From an optimization exercise on the open Yosys and OpenROAD flow, aimed at a short achievable clock period and few clock cycles per item; shortcuts taken in it are not production practice.
In this exercise RTL edits were held to simulation tests only and were not proved equivalent to the original.
Power figures rest on the tool's default switching activity, not on a simulated workload.

==> inputs of run a <==
Design alu_exec_unit, start of the top module:
module alu_exec_unit
#(
    parameter int XLEN  = 32,
    parameter int M_EXT = 1
) (
    input  logic            clk,
    input  logic            rst,
    input  logic            flush,
    input  logic            in_valid,
    output logic            in_ready,
    input  logic [1:0]      alu_op,
    input  logic [2:0]      funct3,
    input  logic [6:0]      funct7,
    input  logic [XLEN-1:0] op_a,
    input  logic [XLEN-1:0] op_b,
    output logic            out_valid,
    input  logic            out_ready,
    output logic [XLEN-1:0] result,
    output logic            result_zero
);
    localparam int W        = XLEN;
    localparam int PW       = 2 * XLEN;          
    localparam int SHW      = $clog2(XLEN);
    localparam int S_DIV0   = 2;                 
    localparam int S_DEND   = S_DIV0 + W;        
    localparam int S_MULRES = 6;                 
    localparam int S_LAST   = S_DEND + 2;        
    localparam int CAP      = S_LAST + 2;        
    localparam int CW       = $clog2(CAP + 1);
    localparam int NPP      = W + 2;             
    logic          r_in_ready;
    logic          r_out_valid;
    logic [CW-1:0] r_outst;
    logic          w_acc;
    logic          w_xfer;
    logic [CW-1:0] w_outst_n;
    assign w_acc     = in_valid && r_in_ready;
  ...
export LEC_CHECK = 0
export ABC_CLOCK_PERIOD_IN_PS = 3000
export CAP_MARGIN = 20
export CORE_MARGIN = 2
export CORE_UTILIZATION = 60
export CTS_CLUSTER_SIZE = 30
export SETUP_SLACK_MARGIN = 5
export SLEW_MARGIN = 20
create_clock -name core_clock -period 9.0 [get_ports {clk}]
standard.sh (not shown) runs the stock make flow with config.mk's settings and CLKGATE_MAP_FILE= SYNTH_SCRIPT=/design/flow/synth_recipe.tcl, a recipe that flattens the netlist after the stock synthesis.
==> flow/flow/run.sh <==
#!/bin/bash
# The standard layout, with timing repair aimed below the design's
# period: the same ORFS make targets and settings as standard.sh, except a
# larger SETUP_SLACK_MARGIN. Synthesis settings are unchanged.
set -euo pipefail
MARGIN=5.9
sed -e "s/SETUP_SLACK_MARGIN=[0-9.]*/SETUP_SLACK_MARGIN=${MARGIN}/" standard.sh > standard_tight.sh
grep -q "SETUP_SLACK_MARGIN=${MARGIN}" standard_tight.sh
bash standard_tight.sh > standard_tight.log 2>&1
==> run b: changes against run a <==
--- a/flow/design.v
+++ b/flow/design.v
@@ -312,25 +312,17 @@
     generate
         for (k = 0; k < W; k++) begin : g_div
             localparam int S = S_DIV0 + k;
             localparam logic [W-1:0] c_MASK = {W{1'b1}} >> (W - 1 - k);
             logic [W-1:0] w_rs;
-            logic [W-1:0] w_diff;
+            logic [W:0]   w_diff;
             logic         w_fits;
             logic [W-1:0] w_rnext;
-            if (k == 0) begin : g_rs0
-                assign w_rs = {{(W-1){1'b0}}, r_qa[S][W-1]};
-            end else begin : g_rsk
-                assign w_rs = {{(W-k){1'b0}}, r_rem[S][k-1:0], r_qa[S][W-1]};
-            end
-            alu_sub_ks #(.N(W)) u_sub (
-                .a    (w_rs),
-                .b    (r_dv[S]),
-                .diff (w_diff),
-                .ge   (w_fits)
-            );
-            assign w_rnext = (w_fits ? w_diff : w_rs) & c_MASK;
+            assign w_rs    = {r_rem[S][W-2:0], r_qa[S][W-1]};
+            assign w_diff  = {1'b0, w_rs} - {1'b0, r_dv[S]};
+            assign w_fits  = !w_diff[W];
+            assign w_rnext = (w_fits ? w_diff[W-1:0] : w_rs) & c_MASK;
             always_ff @(posedge clk) begin
                 r_rem[S+1]   <= w_rnext;
                 r_qa[S+1]    <= {r_qa[S][W-2:0], w_fits};
                 r_isdiv[S+1] <= r_isdiv[S];
                 r_qsel[S+1]  <= r_qsel[S];
@@ -413,43 +405,10 @@
     assign in_ready    = r_in_ready;
     assign out_valid   = r_out_valid;
     assign result      = r_result;
     assign result_zero = r_result_zero;
 endmodule
-module alu_sub_ks
-#(
-    parameter int N = 32
-) (
-    input  logic [N-1:0] a,
-    input  logic [N-1:0] b,
-    output logic [N-1:0] diff,
-    output logic         ge
-);
-    localparam int L = $clog2(N);
-    logic [L:0][N-1:0] w_g;
-    logic [L:0][N-1:0] w_p;
-    logic [N-1:0]      w_x;
-    assign w_x      = a ^ ~b;
-    assign w_g[0]   = (a & ~b) | {{(N-1){1'b0}}, w_x[0]};
-    assign w_p[0]   = w_x & {{(N-1){1'b1}}, 1'b0};
-    genvar l, i;
-    generate
-        for (l = 0; l < L; l++) begin : g_lvl
-            for (i = 0; i < N; i++) begin : g_bit
-                if (i >= (1 << l)) begin : g_op
-                    assign w_g[l+1][i] = w_g[l][i] | (w_p[l][i] & w_g[l][i-(1<<l)]);
-                    assign w_p[l+1][i] = w_p[l][i] & w_p[l][i-(1<<l)];
-                end else begin : g_pass
-                    assign w_g[l+1][i] = w_g[l][i];
-                    assign w_p[l+1][i] = w_p[l][i];
-                end
-            end
-        end
-    endgenerate
-    assign diff = w_x ^ {w_g[L][N-2:0], 1'b1};
-    assign ge   = w_g[L][N-1];
-endmodule
 module alu_csa_level
 #(
     parameter int N = 3,
     parameter int W = 64
 ) (
==> flow/flow/run.sh (replaced) <==
#!/bin/bash
# The standard layout, with timing repair aimed below the design's
# period: the same ORFS make targets and settings as standard.sh, except a
# larger SETUP_SLACK_MARGIN. Synthesis settings are unchanged.
set -euo pipefail
MARGIN=5.7
sed -e "s/SETUP_SLACK_MARGIN=[0-9.]*/SETUP_SLACK_MARGIN=${MARGIN}/" standard.sh > standard_tight.sh
grep -q "SETUP_SLACK_MARGIN=${MARGIN}" standard_tight.sh
bash standard_tight.sh > standard_tight.log 2>&1
- CORE_UTILIZATION: 60 -> 55
==> notes.md <==
| item | run b | run a |
|---|---|---|
| Number of clock-tree buffers in the layout | 710 | 734 |
| Layout Skew | 0.0493 ns | 0.0807 ns |
| Reg power frac | 0.392 | 0.388 |
| Initial antenna violation count | 31 | 35 |
| Final-layout fill cell count | 28.5k | 23.6k |
| Clock network area share | 0.0767 | 0.0749 |
| Buffers inserted by post-CTS timing repair | 115 | 264 |
| Slowest cell delay on critical path | 0.39 ns | 0.42 ns |
| Largest net degree at the start of global routing | 77 | 85 |
| Via count | 127k | 128k |
| Multi-input gate area | 0.0802 mm² | 0.0816 mm² |
| Critical path capture point | r_rem[920] | r_rem[890] |
| Fmax achieved | 285 MHz | 285 MHz |
| Adder-cell share of the synthesized area | 0.163 | 0.164 |
| Share of cell area taken by multi-input logic gates | 0.342 | 0.343 |
| Vertical die dimension | 612 µm | 585 µm |
| Status | timing/DRC/antenna clean | timing/DRC/antenna clean |
| Fraction of synthesized cell area in xor and xnor cells | 0.0255 | 0.0254 |
| Metal1 wirelength | 213,000 µm | 218,000 µm |
| Global routing met3 resource utilization | 0.0517 | 0.0652 |
Testbench counts of run a, summed over its fixed seeds: cycles 9,904, items 9,600.
Testbench counts of run b, summed over its fixed seeds: cycles 9,904, items 9,600.

## port drivers added, routing unchanged
How much do the figures lean on ideal ports? The routed layouts below were timed once more, with nothing changed but the port constraints. Step 1 (the two cells are an assumption about what drives the block):
set clk [get_ports {clk}]
set_driving_cell -lib_cell sky130_fd_sc_hd__clkbuf_16 $clk
set_driving_cell -lib_cell sky130_fd_sc_hd__buf_2 [delete_from_list [all_inputs] $clk]
Step 2, shift: input delay + t, output delay - t, t = (earliest + latest rising clock arrival at the registers) / 2. This alone moves slack from input paths to output paths. Slacks: ideal ports / drivers / drivers and shift; pairs: ideal ports / drivers.
run	shift t [ns]	setup slack, ns	pins driven straight from the clock port
run a	1.123	5.493 / 5.493 / 4.949	1
run b	1.121	5.494 / 5.494 / 4.717	1
After both steps every run listed still meets setup and hold. The setup slack of run b, which loses most, moves by 0.000 ns with the drivers and by -0.777 ns with both steps.
